Source: an optimization exercise on an open RTL-to-GDS flow (aim: small area). Production flows keep margins and buffers that such runs may drop. Function was checked by simulation only, so behaviour that the tests miss may differ from the original. Power and IR drop assume default switching activity.

==> inputs of raven <==
==> flow/design.v (excerpt) <==
module r4_sdf_stage #(
	parameter int fft_points = 256,
	parameter int sample_w   = 16
) (
	input  logic                  clk,
	input  logic                  rst_n,
	input  logic                  in_valid_i,
	input  logic [2*sample_w-1:0] in_data_i,
	output logic                  in_ready_o,
	output logic                  out_valid_o,
	output logic [2*sample_w-1:0] out_data_o,
	input  logic                  out_ready_i
);
==> module r4_butterfly, before the edit <==
module r4_butterfly #(
	parameter int sample_w = 16
) (
	input  logic [2*sample_w-1:0] a_i,
	input  logic [2*sample_w-1:0] b_i,
	input  logic [2*sample_w-1:0] c_i,
	input  logic [2*sample_w-1:0] d_i,
	input  logic                  flip_i,
	output logic [2*sample_w-1:0] x0_o,
	output logic [2*sample_w-1:0] x1_o,
	output logic [2*sample_w-1:0] x2_o,
	output logic [2*sample_w-1:0] x3_o
);
	localparam int w1 = sample_w + 1;
	localparam int w2 = sample_w + 2;
	logic [w1-1:0] ar, ai, br, bi, cr, ci, dr, di;
	logic [w1-1:0] pr, pi, mr, mi, qr, qi, rr, ri;
	logic [w2-1:0] s0_re, s0_im, s1_re, s1_im, s2_re, s2_im, s3_re, s3_im;
	logic [w1-1:0] f1;
	logic [w2-1:0] f2;
	logic [w2-1:0] nf2;
	assign ar = {a_i[2*sample_w-1], a_i[2*sample_w-1:sample_w]};
	assign ai = {a_i[sample_w-1], a_i[sample_w-1:0]};
	assign br = {b_i[2*sample_w-1], b_i[2*sample_w-1:sample_w]};
	assign bi = {b_i[sample_w-1], b_i[sample_w-1:0]};
	assign cr = {c_i[2*sample_w-1], c_i[2*sample_w-1:sample_w]};
	assign ci = {c_i[sample_w-1], c_i[sample_w-1:0]};
	assign dr = {d_i[2*sample_w-1], d_i[2*sample_w-1:sample_w]};
	assign di = {d_i[sample_w-1], d_i[sample_w-1:0]};
	assign f1  = {{(w1-1){1'b0}}, flip_i};
	assign f2  = {{(w2-1){1'b0}}, flip_i};
	assign nf2 = {{(w2-1){1'b0}}, !flip_i};
	assign pr = ar + cr + f1;
	assign pi = ai + ci + f1;
	assign qr = br + dr + f1;
	assign qi = bi + di + f1;
	assign mr = ar + ~cr + {{(w1-1){1'b0}}, !flip_i};
	assign mi = ai + ~ci + {{(w1-1){1'b0}}, !flip_i};
	assign rr = br - dr;
	assign ri = bi - di;
	assign s0_re = {pr[w1-1], pr} + {qr[w1-1], qr} + f2;
	assign s0_im = {pi[w1-1], pi} + {qi[w1-1], qi} + f2;
	assign s2_re = {pr[w1-1], pr} + ~{qr[w1-1], qr} + nf2;
	assign s2_im = {pi[w1-1], pi} + ~{qi[w1-1], qi} + nf2;
	assign s1_re = {mr[w1-1], mr} + {ri[w1-1], ri};
	assign s1_im = {mi[w1-1], mi} - {rr[w1-1], rr};
	assign s3_re = {mr[w1-1], mr} - {ri[w1-1], ri};
	assign s3_im = {mi[w1-1], mi} + {rr[w1-1], rr};
	assign x0_o = {s0_re[w2-1:2], s0_im[w2-1:2]};
	assign x1_o = {s1_re[w2-1:2], s1_im[w2-1:2]};
	assign x2_o = {s2_re[w2-1:2], s2_im[w2-1:2]};
	assign x3_o = {s3_re[w2-1:2], s3_im[w2-1:2]};
endmodule
==> module r4_sdf_stage, before the edit <==
module r4_sdf_stage #(
	parameter int fft_points = 256,
	parameter int sample_w   = 16
) (
	input  logic                  clk,
	input  logic                  rst_n,
	input  logic                  in_valid_i,
	input  logic [2*sample_w-1:0] in_data_i,
	output logic                  in_ready_o,
	output logic                  out_valid_o,
	output logic [2*sample_w-1:0] out_data_o,
	input  logic                  out_ready_i
);
	localparam int depth = fft_points / 4;
	localparam int cw    = 2 * sample_w;
	localparam logic [1:0] compute = 2'd3;
	logic          advance;
	logic [1:0]    phase;
	logic          primed;
	logic          flip;
	logic          is_compute;
	logic          line_en;
	logic          line_hold;
	logic [cw-1:0] seg_d [3];
	logic [cw-1:0] seg_q [3];
	logic [cw-1:0] in_s;
	logic [cw-1:0] x0;
	logic [cw-1:0] x1;
	logic [cw-1:0] x2;
	logic [cw-1:0] x3;
	logic [cw-1:0] out_data_q;
	logic          out_valid_q;
	assign in_ready_o = !out_valid_q || out_ready_i;
	assign advance    = in_valid_i && in_ready_o;
	r4_seq_ctl #(
		.fft_points(fft_points)
	) u_seq_ctl (
		.clk(clk),
		.rst_n(rst_n),
		.advance_i(advance),
		.phase_o(phase),
		.primed_o(primed),
		.flip_o(flip)
	);
	assign is_compute = (phase == compute);
	assign line_en   = advance || !rst_n;
	assign line_hold = !advance || !rst_n;
	assign in_s     = in_data_i ^ {cw{flip}};
	assign seg_d[0] = is_compute ? x3 : in_s;
	assign seg_d[1] = is_compute ? x2 : seg_q[0];
	assign seg_d[2] = is_compute ? x1 : seg_q[1];
	for (genvar i = 0; i < 3; i++) begin : g_seg
		sdf_delay_line #(
			.depth(depth),
			.width(cw)
		) u_seg (
			.clk(clk),
			.en_i(line_en),
			.hold_i(line_hold),
			.data_i(seg_d[i]),
			.data_o(seg_q[i])
		);
	end
	r4_butterfly #(
		.sample_w(sample_w)
	) u_butterfly (
		.a_i(seg_q[2]),
		.b_i(seg_q[1]),
		.c_i(seg_q[0]),
		.d_i(in_s),
		.flip_i(flip),
		.x0_o(x0),
		.x1_o(x1),
		.x2_o(x2),
		.x3_o(x3)
	);
	always_ff @(posedge clk) begin
		if (advance) begin
			out_data_q <= (is_compute ? x0 : seg_q[2]) ^ {cw{flip}};
		end
	end
	always_ff @(posedge clk) begin
		if (!rst_n) begin
			out_valid_q <= 1'b0;
		end else if (advance) begin
			out_valid_q <= primed || is_compute;
		end else if (out_ready_i) begin
			out_valid_q <= 1'b0;
		end
	end
	assign out_valid_o = out_valid_q;
	assign out_data_o  = out_data_q;
endmodule
==> flow/config.mk <==
export PLATFORM = sky130hd
export DESIGN_NAME = r4_sdf_stage
export DESIGN_NICKNAME = r4_sdf_stage
export VERILOG_FILES = /design/flow/design.v
export SDC_FILE = /design/flow/constraint.sdc
export NUM_CORES = 4
export LEC_CHECK = 0
export CAP_MARGIN = 20
export CORE_MARGIN = 2
export CORE_UTILIZATION = 65
export CTS_BUF_LIST = sky130_fd_sc_hd__clkbuf_8
export CTS_CLUSTER_DIAMETER = 60
export CTS_CLUSTER_SIZE = 20
export GPL_TIMING_DRIVEN = 0
export PLACE_DENSITY = 0.75
export SETUP_SLACK_MARGIN = 0.1
export SLEW_MARGIN = 20
==> flow/constraint.sdc <==
create_clock -name core_clock -period 5.0 [get_ports {clk}]
set_input_delay 1.0000 -clock core_clock [delete_from_list [all_inputs] [get_ports {clk}]]
set_output_delay 1.0000 -clock core_clock [all_outputs]
set_load 0.01 [all_outputs]
standard.sh (not shown) runs the stock make flow with config.mk's settings and CLKGATE_MAP_FILE= SYNTH_SCRIPT=/design/flow/synth_recipe.tcl, a recipe that flattens the netlist after the stock synthesis.
==> flow/flow/run.sh <==
#!/bin/bash
# Layout: the standard flow (standard.sh) with two changes made through
# ORFS variables:
#  - REMOVE_ABC_BUFFERS=1: the floorplan step deletes the buffers ABC put on
#    high-fanout nets, so the resizer rebuilds those trees after placement
#    (with GPL_TIMING_DRIVEN 0 in config.mk, global placement would otherwise
#    keep them);
#  - CTS_ARGS: the standard CTS arguments with config.mk's clustering and
#    buffer settings, plus -dont_use_dummy_load, so CTS adds no balancing
#    dummy cells.
# Each tool's log stays under orfs/logs; make's own output goes to make.log.
set -euo pipefail
cd "$(dirname "$0")/.."
export REMOVE_ABC_BUFFERS=1
export CTS_ARGS="-sink_clustering_enable -repair_clock_nets -sink_clustering_size 20 -sink_clustering_max_diameter 60 -buf_list sky130_fd_sc_hd__clkbuf_8 -dont_use_dummy_load"
bash standard.sh finish > make.log 2>&1
==> inputs of fjord, as changes to raven <==
==> flow/run.sh (new file) <==
#!/bin/bash
# synth_recipe.tcl (not shown) runs the flow's synth.tcl, then flattens the netlist and writes it again
# the make line also repeats each setting of config.mk as NAME=value (left out here)
make -C /OpenROAD-flow-scripts/flow DESIGN_CONFIG=/design/flow/config.mk WORK_HOME=/design/flow/orfs CLKGATE_MAP_FILE= SYNTH_SCRIPT=/design/flow/synth_recipe.tcl finish
CORE_UTILIZATION = 75   (was 65)
PLACE_DENSITY = 0.82   (was 0.75)
SETUP_SLACK_MARGIN = not set   (was 0.1)
removed: flow/flow/run.sh
removed: flow/standard.sh
==> inputs of garnet, as changes to raven <==
--- a/flow/design.v
+++ b/flow/design.v
@@ -71,7 +71,6 @@
 	input  logic [2*sample_w-1:0] b_i,
 	input  logic [2*sample_w-1:0] c_i,
 	input  logic [2*sample_w-1:0] d_i,
-	input  logic                  flip_i,
 	output logic [2*sample_w-1:0] x0_o,
 	output logic [2*sample_w-1:0] x1_o,
 	output logic [2*sample_w-1:0] x2_o,
@@ -79,35 +78,29 @@
 );
 	localparam int w1 = sample_w + 1;
 	localparam int w2 = sample_w + 2;
-	logic [w1-1:0] ar, ai, br, bi, cr, ci, dr, di;
-	logic [w1-1:0] pr, pi, mr, mi, qr, qi, rr, ri;
-	logic [w2-1:0] s0_re, s0_im, s1_re, s1_im, s2_re, s2_im, s3_re, s3_im;
-	logic [w1-1:0] f1;
-	logic [w2-1:0] f2;
-	logic [w2-1:0] nf2;
-	assign ar = {a_i[2*sample_w-1], a_i[2*sample_w-1:sample_w]};
-	assign ai = {a_i[sample_w-1], a_i[sample_w-1:0]};
-	assign br = {b_i[2*sample_w-1], b_i[2*sample_w-1:sample_w]};
-	assign bi = {b_i[sample_w-1], b_i[sample_w-1:0]};
-	assign cr = {c_i[2*sample_w-1], c_i[2*sample_w-1:sample_w]};
-	assign ci = {c_i[sample_w-1], c_i[sample_w-1:0]};
-	assign dr = {d_i[2*sample_w-1], d_i[2*sample_w-1:sample_w]};
-	assign di = {d_i[sample_w-1], d_i[sample_w-1:0]};
-	assign f1  = {{(w1-1){1'b0}}, flip_i};
-	assign f2  = {{(w2-1){1'b0}}, flip_i};
-	assign nf2 = {{(w2-1){1'b0}}, !flip_i};
-	assign pr = ar + cr + f1;
-	assign pi = ai + ci + f1;
-	assign qr = br + dr + f1;
-	assign qi = bi + di + f1;
-	assign mr = ar + ~cr + {{(w1-1){1'b0}}, !flip_i};
-	assign mi = ai + ~ci + {{(w1-1){1'b0}}, !flip_i};
-	assign rr = br - dr;
-	assign ri = bi - di;
-	assign s0_re = {pr[w1-1], pr} + {qr[w1-1], qr} + f2;
-	assign s0_im = {pi[w1-1], pi} + {qi[w1-1], qi} + f2;
-	assign s2_re = {pr[w1-1], pr} + ~{qr[w1-1], qr} + nf2;
-	assign s2_im = {pi[w1-1], pi} + ~{qi[w1-1], qi} + nf2;
+	logic signed [sample_w-1:0] ar, ai, br, bi, cr, ci, dr, di;
+	logic signed [w1-1:0] pr, pi, mr, mi, qr, qi, rr, ri;
+	logic signed [w2-1:0] s0_re, s0_im, s1_re, s1_im, s2_re, s2_im, s3_re, s3_im;
+	assign ar = a_i[2*sample_w-1:sample_w];
+	assign ai = a_i[sample_w-1:0];
+	assign br = b_i[2*sample_w-1:sample_w];
+	assign bi = b_i[sample_w-1:0];
+	assign cr = c_i[2*sample_w-1:sample_w];
+	assign ci = c_i[sample_w-1:0];
+	assign dr = d_i[2*sample_w-1:sample_w];
+	assign di = d_i[sample_w-1:0];
+	assign pr = {ar[sample_w-1], ar} + {cr[sample_w-1], cr};
+	assign pi = {ai[sample_w-1], ai} + {ci[sample_w-1], ci};
+	assign mr = {ar[sample_w-1], ar} - {cr[sample_w-1], cr};
+	assign mi = {ai[sample_w-1], ai} - {ci[sample_w-1], ci};
+	assign qr = {br[sample_w-1], br} + {dr[sample_w-1], dr};
+	assign qi = {bi[sample_w-1], bi} + {di[sample_w-1], di};
+	assign rr = {br[sample_w-1], br} - {dr[sample_w-1], dr};
+	assign ri = {bi[sample_w-1], bi} - {di[sample_w-1], di};
+	assign s0_re = {pr[w1-1], pr} + {qr[w1-1], qr};
+	assign s0_im = {pi[w1-1], pi} + {qi[w1-1], qi};
+	assign s2_re = {pr[w1-1], pr} - {qr[w1-1], qr};
+	assign s2_im = {pi[w1-1], pi} - {qi[w1-1], qi};
 	assign s1_re = {mr[w1-1], mr} + {ri[w1-1], ri};
 	assign s1_im = {mi[w1-1], mi} - {rr[w1-1], rr};
 	assign s3_re = {mr[w1-1], mr} - {ri[w1-1], ri};
@@ -143,7 +136,9 @@
 	logic          line_hold;
 	logic [cw-1:0] seg_d [3];
 	logic [cw-1:0] seg_q [3];
-	logic [cw-1:0] in_s;
+	logic [cw-1:0] tap_a;
+	logic [cw-1:0] tap_b;
+	logic [cw-1:0] tap_c;
 	logic [cw-1:0] x0;
 	logic [cw-1:0] x1;
 	logic [cw-1:0] x2;
@@ -165,10 +160,9 @@
 	assign is_compute = (phase == compute);
 	assign line_en   = advance || !rst_n;
 	assign line_hold = !advance || !rst_n;
-	assign in_s     = in_data_i ^ {cw{flip}};
-	assign seg_d[0] = is_compute ? x3 : in_s;
-	assign seg_d[1] = is_compute ? x2 : seg_q[0];
-	assign seg_d[2] = is_compute ? x1 : seg_q[1];
+	assign seg_d[0] = (is_compute ? x3 : in_data_i) ^ {cw{flip}};
+	assign seg_d[1] = is_compute ? (x2 ^ {cw{flip}}) : seg_q[0];
+	assign seg_d[2] = is_compute ? (x1 ^ {cw{flip}}) : seg_q[1];
 	for (genvar i = 0; i < 3; i++) begin : g_seg
 		sdf_delay_line #(
 			.depth(depth),
@@ -181,14 +175,16 @@
 			.data_o(seg_q[i])
 		);
 	end
+	assign tap_a = seg_q[2] ^ {cw{flip}};
+	assign tap_b = seg_q[1] ^ {cw{flip}};
+	assign tap_c = seg_q[0] ^ {cw{flip}};
 	r4_butterfly #(
 		.sample_w(sample_w)
 	) u_butterfly (
-		.a_i(seg_q[2]),
-		.b_i(seg_q[1]),
-		.c_i(seg_q[0]),
-		.d_i(in_s),
-		.flip_i(flip),
+		.a_i(tap_a),
+		.b_i(tap_b),
+		.c_i(tap_c),
+		.d_i(in_data_i),
 		.x0_o(x0),
 		.x1_o(x1),
 		.x2_o(x2),
@@ -196,7 +192,7 @@
 	);
 	always_ff @(posedge clk) begin
 		if (advance) begin
-			out_data_q <= (is_compute ? x0 : seg_q[2]) ^ {cw{flip}};
+			out_data_q <= is_compute ? x0 : tap_a;
 		end
 	end
 	always_ff @(posedge clk) begin
==> flow/run.sh (new file) <==
#!/bin/bash
# synth_recipe.tcl (not shown) runs the flow's synth.tcl, then flattens the netlist and writes it again
# the make line also repeats each setting of config.mk as NAME=value (left out here)
make -C /OpenROAD-flow-scripts/flow DESIGN_CONFIG=/design/flow/config.mk WORK_HOME=/design/flow/orfs CLKGATE_MAP_FILE= SYNTH_SCRIPT=/design/flow/synth_recipe.tcl finish
CORE_UTILIZATION = 40   (was 65)
CTS_BUF_LIST = not set   (was sky130_fd_sc_hd__clkbuf_8)
CTS_CLUSTER_DIAMETER = not set   (was 60)
CTS_CLUSTER_SIZE = not set   (was 20)
GPL_TIMING_DRIVEN = not set   (was 0)
PLACE_DENSITY = not set   (was 0.75)
SETUP_SLACK_MARGIN = not set   (was 0.1)
removed: flow/flow/run.sh
removed: flow/standard.sh
==> inputs of maple, as changes to raven <==
==> flow/run.sh (new file) <==
#!/bin/bash
# synth_recipe.tcl (not shown) runs the flow's synth.tcl, then flattens the netlist and writes it again
# the make line also repeats each setting of config.mk as NAME=value (left out here)
make -C /OpenROAD-flow-scripts/flow DESIGN_CONFIG=/design/flow/config.mk WORK_HOME=/design/flow/orfs CLKGATE_MAP_FILE= SYNTH_SCRIPT=/design/flow/synth_recipe.tcl finish
ABC_AREA = 1   (was not set)
GPL_TIMING_DRIVEN = not set   (was 0)
SETUP_SLACK_MARGIN = not set   (was 0.1)
removed: flow/flow/run.sh
removed: flow/standard.sh
==> qor summary <==
| item | raven | garnet | fjord | maple |
|---|---|---|---|---|
| Global Route met3 Usage | 2.16% | 2.38% | 5.06% | 2.32% |
| Clock buffer cells | 365 | 866 | 369 | 384 |
| Share of cell area taken by muxes after synthesis | 0.0547% | 0.137% | 0.0547% | 0% |
| Logic depth of the worst setup path including buffers | 23 | 27 | 16 | 22 |
| Cell Area, Synth | 181000 µm² | 182000 µm² | 181000 µm² | 186000 µm² |
| Number of antenna violations at the first check in global routing | 9 | 22 | 16 | 4 |
| Relative contribution of the clock network to total power | 22.0% | 36.7% | 22.1% | 22.4% |
| Number of distinct library cell variants in the gate-level netlist after synthesis | 83 | 83 | 83 | 59 |
| Setup WS pre-CTS | -1820 ps | -1780 ps | -1770 ps | -275 ps |
| Area occupied by multi-input gates | 51800 µm² | 54400 µm² | 52000 µm² | 52900 µm² |
| Cells after DPL | 18100 | 21300 | 18900 | 20000 |
| Critical path data required time | 5850 ps | 5900 ps | 5870 ps | 5830 ps |
| Power dissipated in the clock network | 20.2 mW | 44.4 mW | 20.8 mW | 22.2 mW |
| Detailed router's first-iteration violation count | 6937 | 6895 | 11300 | 9340 |
| Routed via count divided by cell count | 6.20 | 5.42 | 6.66 | 6.07 |
| Power per Cell Area | 477 nW/µm² | 558 nW/µm² | 487 nW/µm² | 501 nW/µm² |
| Run status | complete, no violations | complete, but fails checks | complete, but fails checks | complete, no violations |
| Reasons for failing layout checks | - | negative setup slack | negative setup slack | - |
| Clock skew after layout | 116 ps | 58.2 ps | 125 ps | 79.5 ps |
| Worst Reg-to-Reg Cells | 23 | 27 | 16 | 22 |
| Post-synth top area share | 68.2% | 67.5% | 68.2% | 66.2% |

what the ideal ports hide:
The results above use ideal ports. As a check the final layouts listed here were re-extracted and re-timed, cells and wires unchanged. Step 1 (the two cells are an assumption about what drives the block):
set clk [get_ports {clk}]
set_driving_cell -lib_cell sky130_fd_sc_hd__clkbuf_16 $clk
set_driving_cell -lib_cell sky130_fd_sc_hd__buf_2 [delete_from_list [all_inputs] $clk]
Step 2 also shifts input and output timing later by t, the mid clock arrival at the registers, as if the neighbouring blocks saw the same clock. Slacks: ideal / step 1 / step 2; pairs: ideal / step 1.
run | shift t [ns] | setup WS [ns] | slew at the worst register clock pin (ns)
raven | 1.131 | 0.134 / 0.134 / -0.878 | 0.12 / 0.12
fjord | 1.238 | -0.219 / -0.219 / -1.134 | 0.12 / 0.12
garnet | 1.138 | -1.303 / -1.303 / -1.303 | 0.08 / 0.08
maple | 1.147 | 0.283 / 0.283 / -0.272 | 0.12 / 0.12
Met with ideal ports but missed after step 2: setup timing in raven and maple. For raven, which loses most, drivers alone change the setup slack by 0.000 ns; drivers and shift together by -1.012 ns.
